Background: an optimization exercise with open tools, aiming at small area and a short achievable clock period. Do not read the settings as production practice.
The RTL was checked by simulation tests, not by an equivalence proof against the original design.
No activity file was given, so power comes from the tool's default toggle rates.

job 7681:
==> flow/design.v (excerpt) <==
module rv_step_core (
  input  logic        clk,
  input  logic        rst,
  input  logic        step,
  output logic [5:0]  imem_addr,
  input  logic [31:0] imem_data,
  input  logic        wb_cyc,
  input  logic        wb_stb,
  input  logic [5:0]  wb_adr,
  output logic [31:0] wb_dat,
  output logic        wb_ack
);
==> flow/config.mk <==
export PLATFORM = sky130hd
export DESIGN_NAME = rv_step_core
export DESIGN_NICKNAME = rv_step_core
export VERILOG_FILES = /design/flow/design.v
export SDC_FILE = /design/flow/constraint.sdc
export NUM_CORES = 4
export LEC_CHECK = 0
export CAP_MARGIN = 20
export CORE_MARGIN = 2
export CORE_UTILIZATION = 40
export CTS_CLUSTER_DIAMETER = 100
export CTS_CLUSTER_SIZE = 24
export SETUP_SLACK_MARGIN = 5
export SLEW_MARGIN = 20
export SYNTH_HIERARCHICAL = 1
export TNS_END_PERCENT = 0
==> flow/constraint.sdc <==
create_clock -name core_clock -period 10.0 [get_ports {clk}]
set_input_delay 2.0000 -clock core_clock [delete_from_list [all_inputs] [get_ports {clk}]]
set_output_delay 2.0000 -clock core_clock [all_outputs]
set_load 0.01 [all_outputs]
standard.sh (not shown) runs the stock make flow with config.mk's settings and CLKGATE_MAP_FILE= SYNTH_SCRIPT=/design/flow/synth_recipe.tcl, a recipe that flattens the netlist after the stock synthesis.
==> flow/flow/run.sh <==
#!/bin/bash
# Layout flow: the standard flow (standard synthesis unchanged) with
#  - the port buffers made from sky130_fd_sc_hd__buf_4 instead of the default
#    choice (a delay buffer),
#  - timing repair allowed to change a cell's footprint, so that such cells
#    can be replaced, and
#  - timing repair aiming further below the clock period (a setup margin of
#    6.5 ns) on the worst path only (TNS_END_PERCENT 0), so that the achieved
#    period keeps improving past 5 ns.
# The constraints (clock period, I/O delays, loads) are the standard flow's, unchanged.
# Each make run writes its full output to a log here; ORFS's own per-step logs
# are under orfs/logs.
set -euo pipefail
bash standard.sh \
  "BUFFER_PORTS_ARGS=-buffer_cell sky130_fd_sc_hd__buf_4" \
  "MATCH_CELL_FOOTPRINT=0" \
  "SETUP_SLACK_MARGIN=6.5" \
  "TNS_END_PERCENT=0" \
  finish > standard_finish.log 2>&1
Every stage of the flow completed for job 7681, and the final layout passed the timing, DRC and antenna checks.
Edits applied to the flow inputs when going from job 7681 to job 6522:
- PLACE_DENSITY newly set to 0.7
- SYNTH_HIERARCHICAL removed (was 1)
- CORE_UTILIZATION changed from 40 to 60
Notes after the runs:
Job 6522 ran to completion and came out clean on the timing, DRC and antenna checks.
In the final reports, the cell area of job 6522 is smaller than that of job 7681.
Job 6522 — fraction of power consumed by combinational cells 0.4 points lower, job 7681 as reference
The run showing the greater sequential share of layout area is job 6522.
Compared with job 7681, job 6522 instantiates a smaller number of standard cells.
Job 6522 improves on job 7681 in total power draw.
Higher wire length of the first global-routing pass goes to job 7681 over job 6522.
Compared job 6522 vs job 7681, and register area share after synthesis is up in job 6522.
Job 6522: met1 global-route usage higher than job 7681
Re routed length on met1: job 7681 was higher than job 6522.
Setup changes, job 6522 to job 7011
- swapping 60 for 40 in CORE_UTILIZATION
- clearing PLACE_DENSITY, which used to be 0.7
NOTE: final setup skew in job 7011 exceeds that of job 6522
Comparing job 7011 and job 6522, the lower routed wire length is on job 6522.
Re flip-flop and latch count: no difference whatsoever between job 6522 and job 7011.
Taking job 6522 as the reference, in job 7011 met2 usage in global routing decreased by 14 points relative to the old numbers, number of rows created at floorplan increased by about 23% relative to the old numbers, overall global routing resource usage decreased by 13 points relative to the old numbers.
### job 7011 -> job 226
- a change of CORE_UTILIZATION from 40 to 45
## What came out
The flow did not stop early for job 226: all stages ran, and the layout cleared the timing, DRC and antenna checks. In the flow results for job 226 and job 7011, the die area is smaller on job 226. Of job 226 and job 7011, it is job 226 that has the lower buffers plus inverters on the worst setup path. Job 226 — critical path depth 1 lower, job 7011 as reference. Against job 7011, routed wire length in job 226 came out better. [compare] base=job 7011 new=job 226: clock skew saw little to no change; worst hold slack moved down; slew at the pin closest to its max-slew limit moved up.
Modified inputs, job 6485 compared to job 226
- changing CORE_UTILIZATION from 45 to 50
[summary]
- In the metrics for job 6485 and job 226, the one carrying the lower critical path data required time is job 6485.
- Taking job 226 as the reference, in job 6485 global placement routability congestion has increased, fraction of final layout cells with drive strength greater than 1 has increased.
- On relative contribution of combinational cells to total power, the higher figure sits with job 6485, not job 226.
- In the flow results for job 6485 and job 226, the die footprint is smaller on job 6485.
- In job 6485, the minimum clock period after layout came out 32 ps below the value in job 226.
- Reported leakage power is lower on job 226
- On total detailed-routing wirelength, job 226 tracks job 6485 almost exactly.

========
Another version of the RTL of rv_step_core (not shown whole).
Size in the first run: roughly 2200 flip-flops, roughly 82 I/O pins, roughly 0.12 mm² of cells after synthesis.
Settings: LEC_CHECK=0, CAP_MARGIN=20, CORE_MARGIN=2, CORE_UTILIZATION=40, SETUP_SLACK_MARGIN=5, SLEW_MARGIN=20, SYNTH_HIERARCHICAL=1, TNS_END_PERCENT=0; clock period 10.0 ns.
==> flow/flow/run.sh <==
#!/bin/bash
# Layout flow: the standard flow (standard synthesis unchanged) with
#  - the port buffers made from sky130_fd_sc_hd__buf_4 instead of the default
#    choice (a delay buffer),
#  - timing repair allowed to change a cell's footprint, so that such cells
#    can be replaced, and
#  - timing repair aiming further below the clock period (a setup margin of
#    6.5 ns) on the worst 30% of the failing endpoints (TNS_END_PERCENT 30), so that the achieved
#    period keeps improving past 5 ns.
# The constraints (clock period, I/O delays, loads) are the standard flow's, unchanged.
# Each make run writes its full output to a log here; ORFS's own per-step logs
# are under orfs/logs.
set -euo pipefail
bash standard.sh \
  "BUFFER_PORTS_ARGS=-buffer_cell sky130_fd_sc_hd__buf_4" \
  "MATCH_CELL_FOOTPRINT=0" \
  "SETUP_SLACK_MARGIN=6.5" \
  "TNS_END_PERCENT=30" \
  finish > standard_finish.log 2>&1
Rerun with:
--- a/flow/flow/run.sh
+++ b/flow/flow/run.sh
@@ -6,5 +6,5 @@
 #    can be replaced, and
 #  - timing repair aiming further below the clock period (a setup margin of
-#    6.5 ns) on the worst 30% of the failing endpoints (TNS_END_PERCENT 30), so that the achieved
+#    6.5 ns) on the worst path only (TNS_END_PERCENT 0), so that the achieved
 #    period keeps improving past 5 ns.
 # The constraints (clock period, I/O delays, loads) are the standard flow's, unchanged.
@@ -16,4 +16,4 @@
   "MATCH_CELL_FOOTPRINT=0" \
   "SETUP_SLACK_MARGIN=6.5" \
-  "TNS_END_PERCENT=30" \
+  "TNS_END_PERCENT=0" \
   finish > standard_finish.log 2>&1
The new run finished with timing, DRC and antenna clean.
Die area does not change.
Clock power decreases by 4.5%.
Non-clock buffer count decreases by 406.

## separate check: timing with driven ports
No port has a modelled driver above. Below, the same layouts with a new extraction and two added sets of constraints. Step 1 sets driving cells, clkbuf_16 on the clock port and buf_2 on the other inputs (assumed; they add their load-dependent delay and slew). Step 2 moves the port delays by t, midway between the first and last clock arrival at a register: inputs arrive t later, outputs are due t later. That takes back most of the time a late clock gives input paths. Slacks: no drivers / after step 1 / after step 2; pairs: no drivers / after step 1.
run	t, ns	setup WS [ns]	clock arrival spread, ns	pins driven straight from the clock port
job 7681	0.920	5.194 / 5.255 / 4.335	0.046 / 0.046	1
job 6522	0.907	5.283 / 4.863 / 3.956	0.050 / 0.049	1
job 7011	0.901	5.301 / 4.946 / 4.045	0.059 / 0.059	1
job 226	0.930	5.251 / 5.053 / 4.123	0.057 / 0.058	1
job 6485	0.910	5.283 / 4.811 / 3.901	0.037 / 0.038	1
the first run of note 2	1.041	5.332 / 5.277 / 4.335	0.068 / 0.068	1
the second run of note 2	1.013	5.256 / 5.182 / 4.169	0.055 / 0.056	1
After both steps every run listed still meets setup and hold. The setup slack of job 6485, which loses most, moves by -0.472 ns with the drivers and by -1.382 ns with both steps.
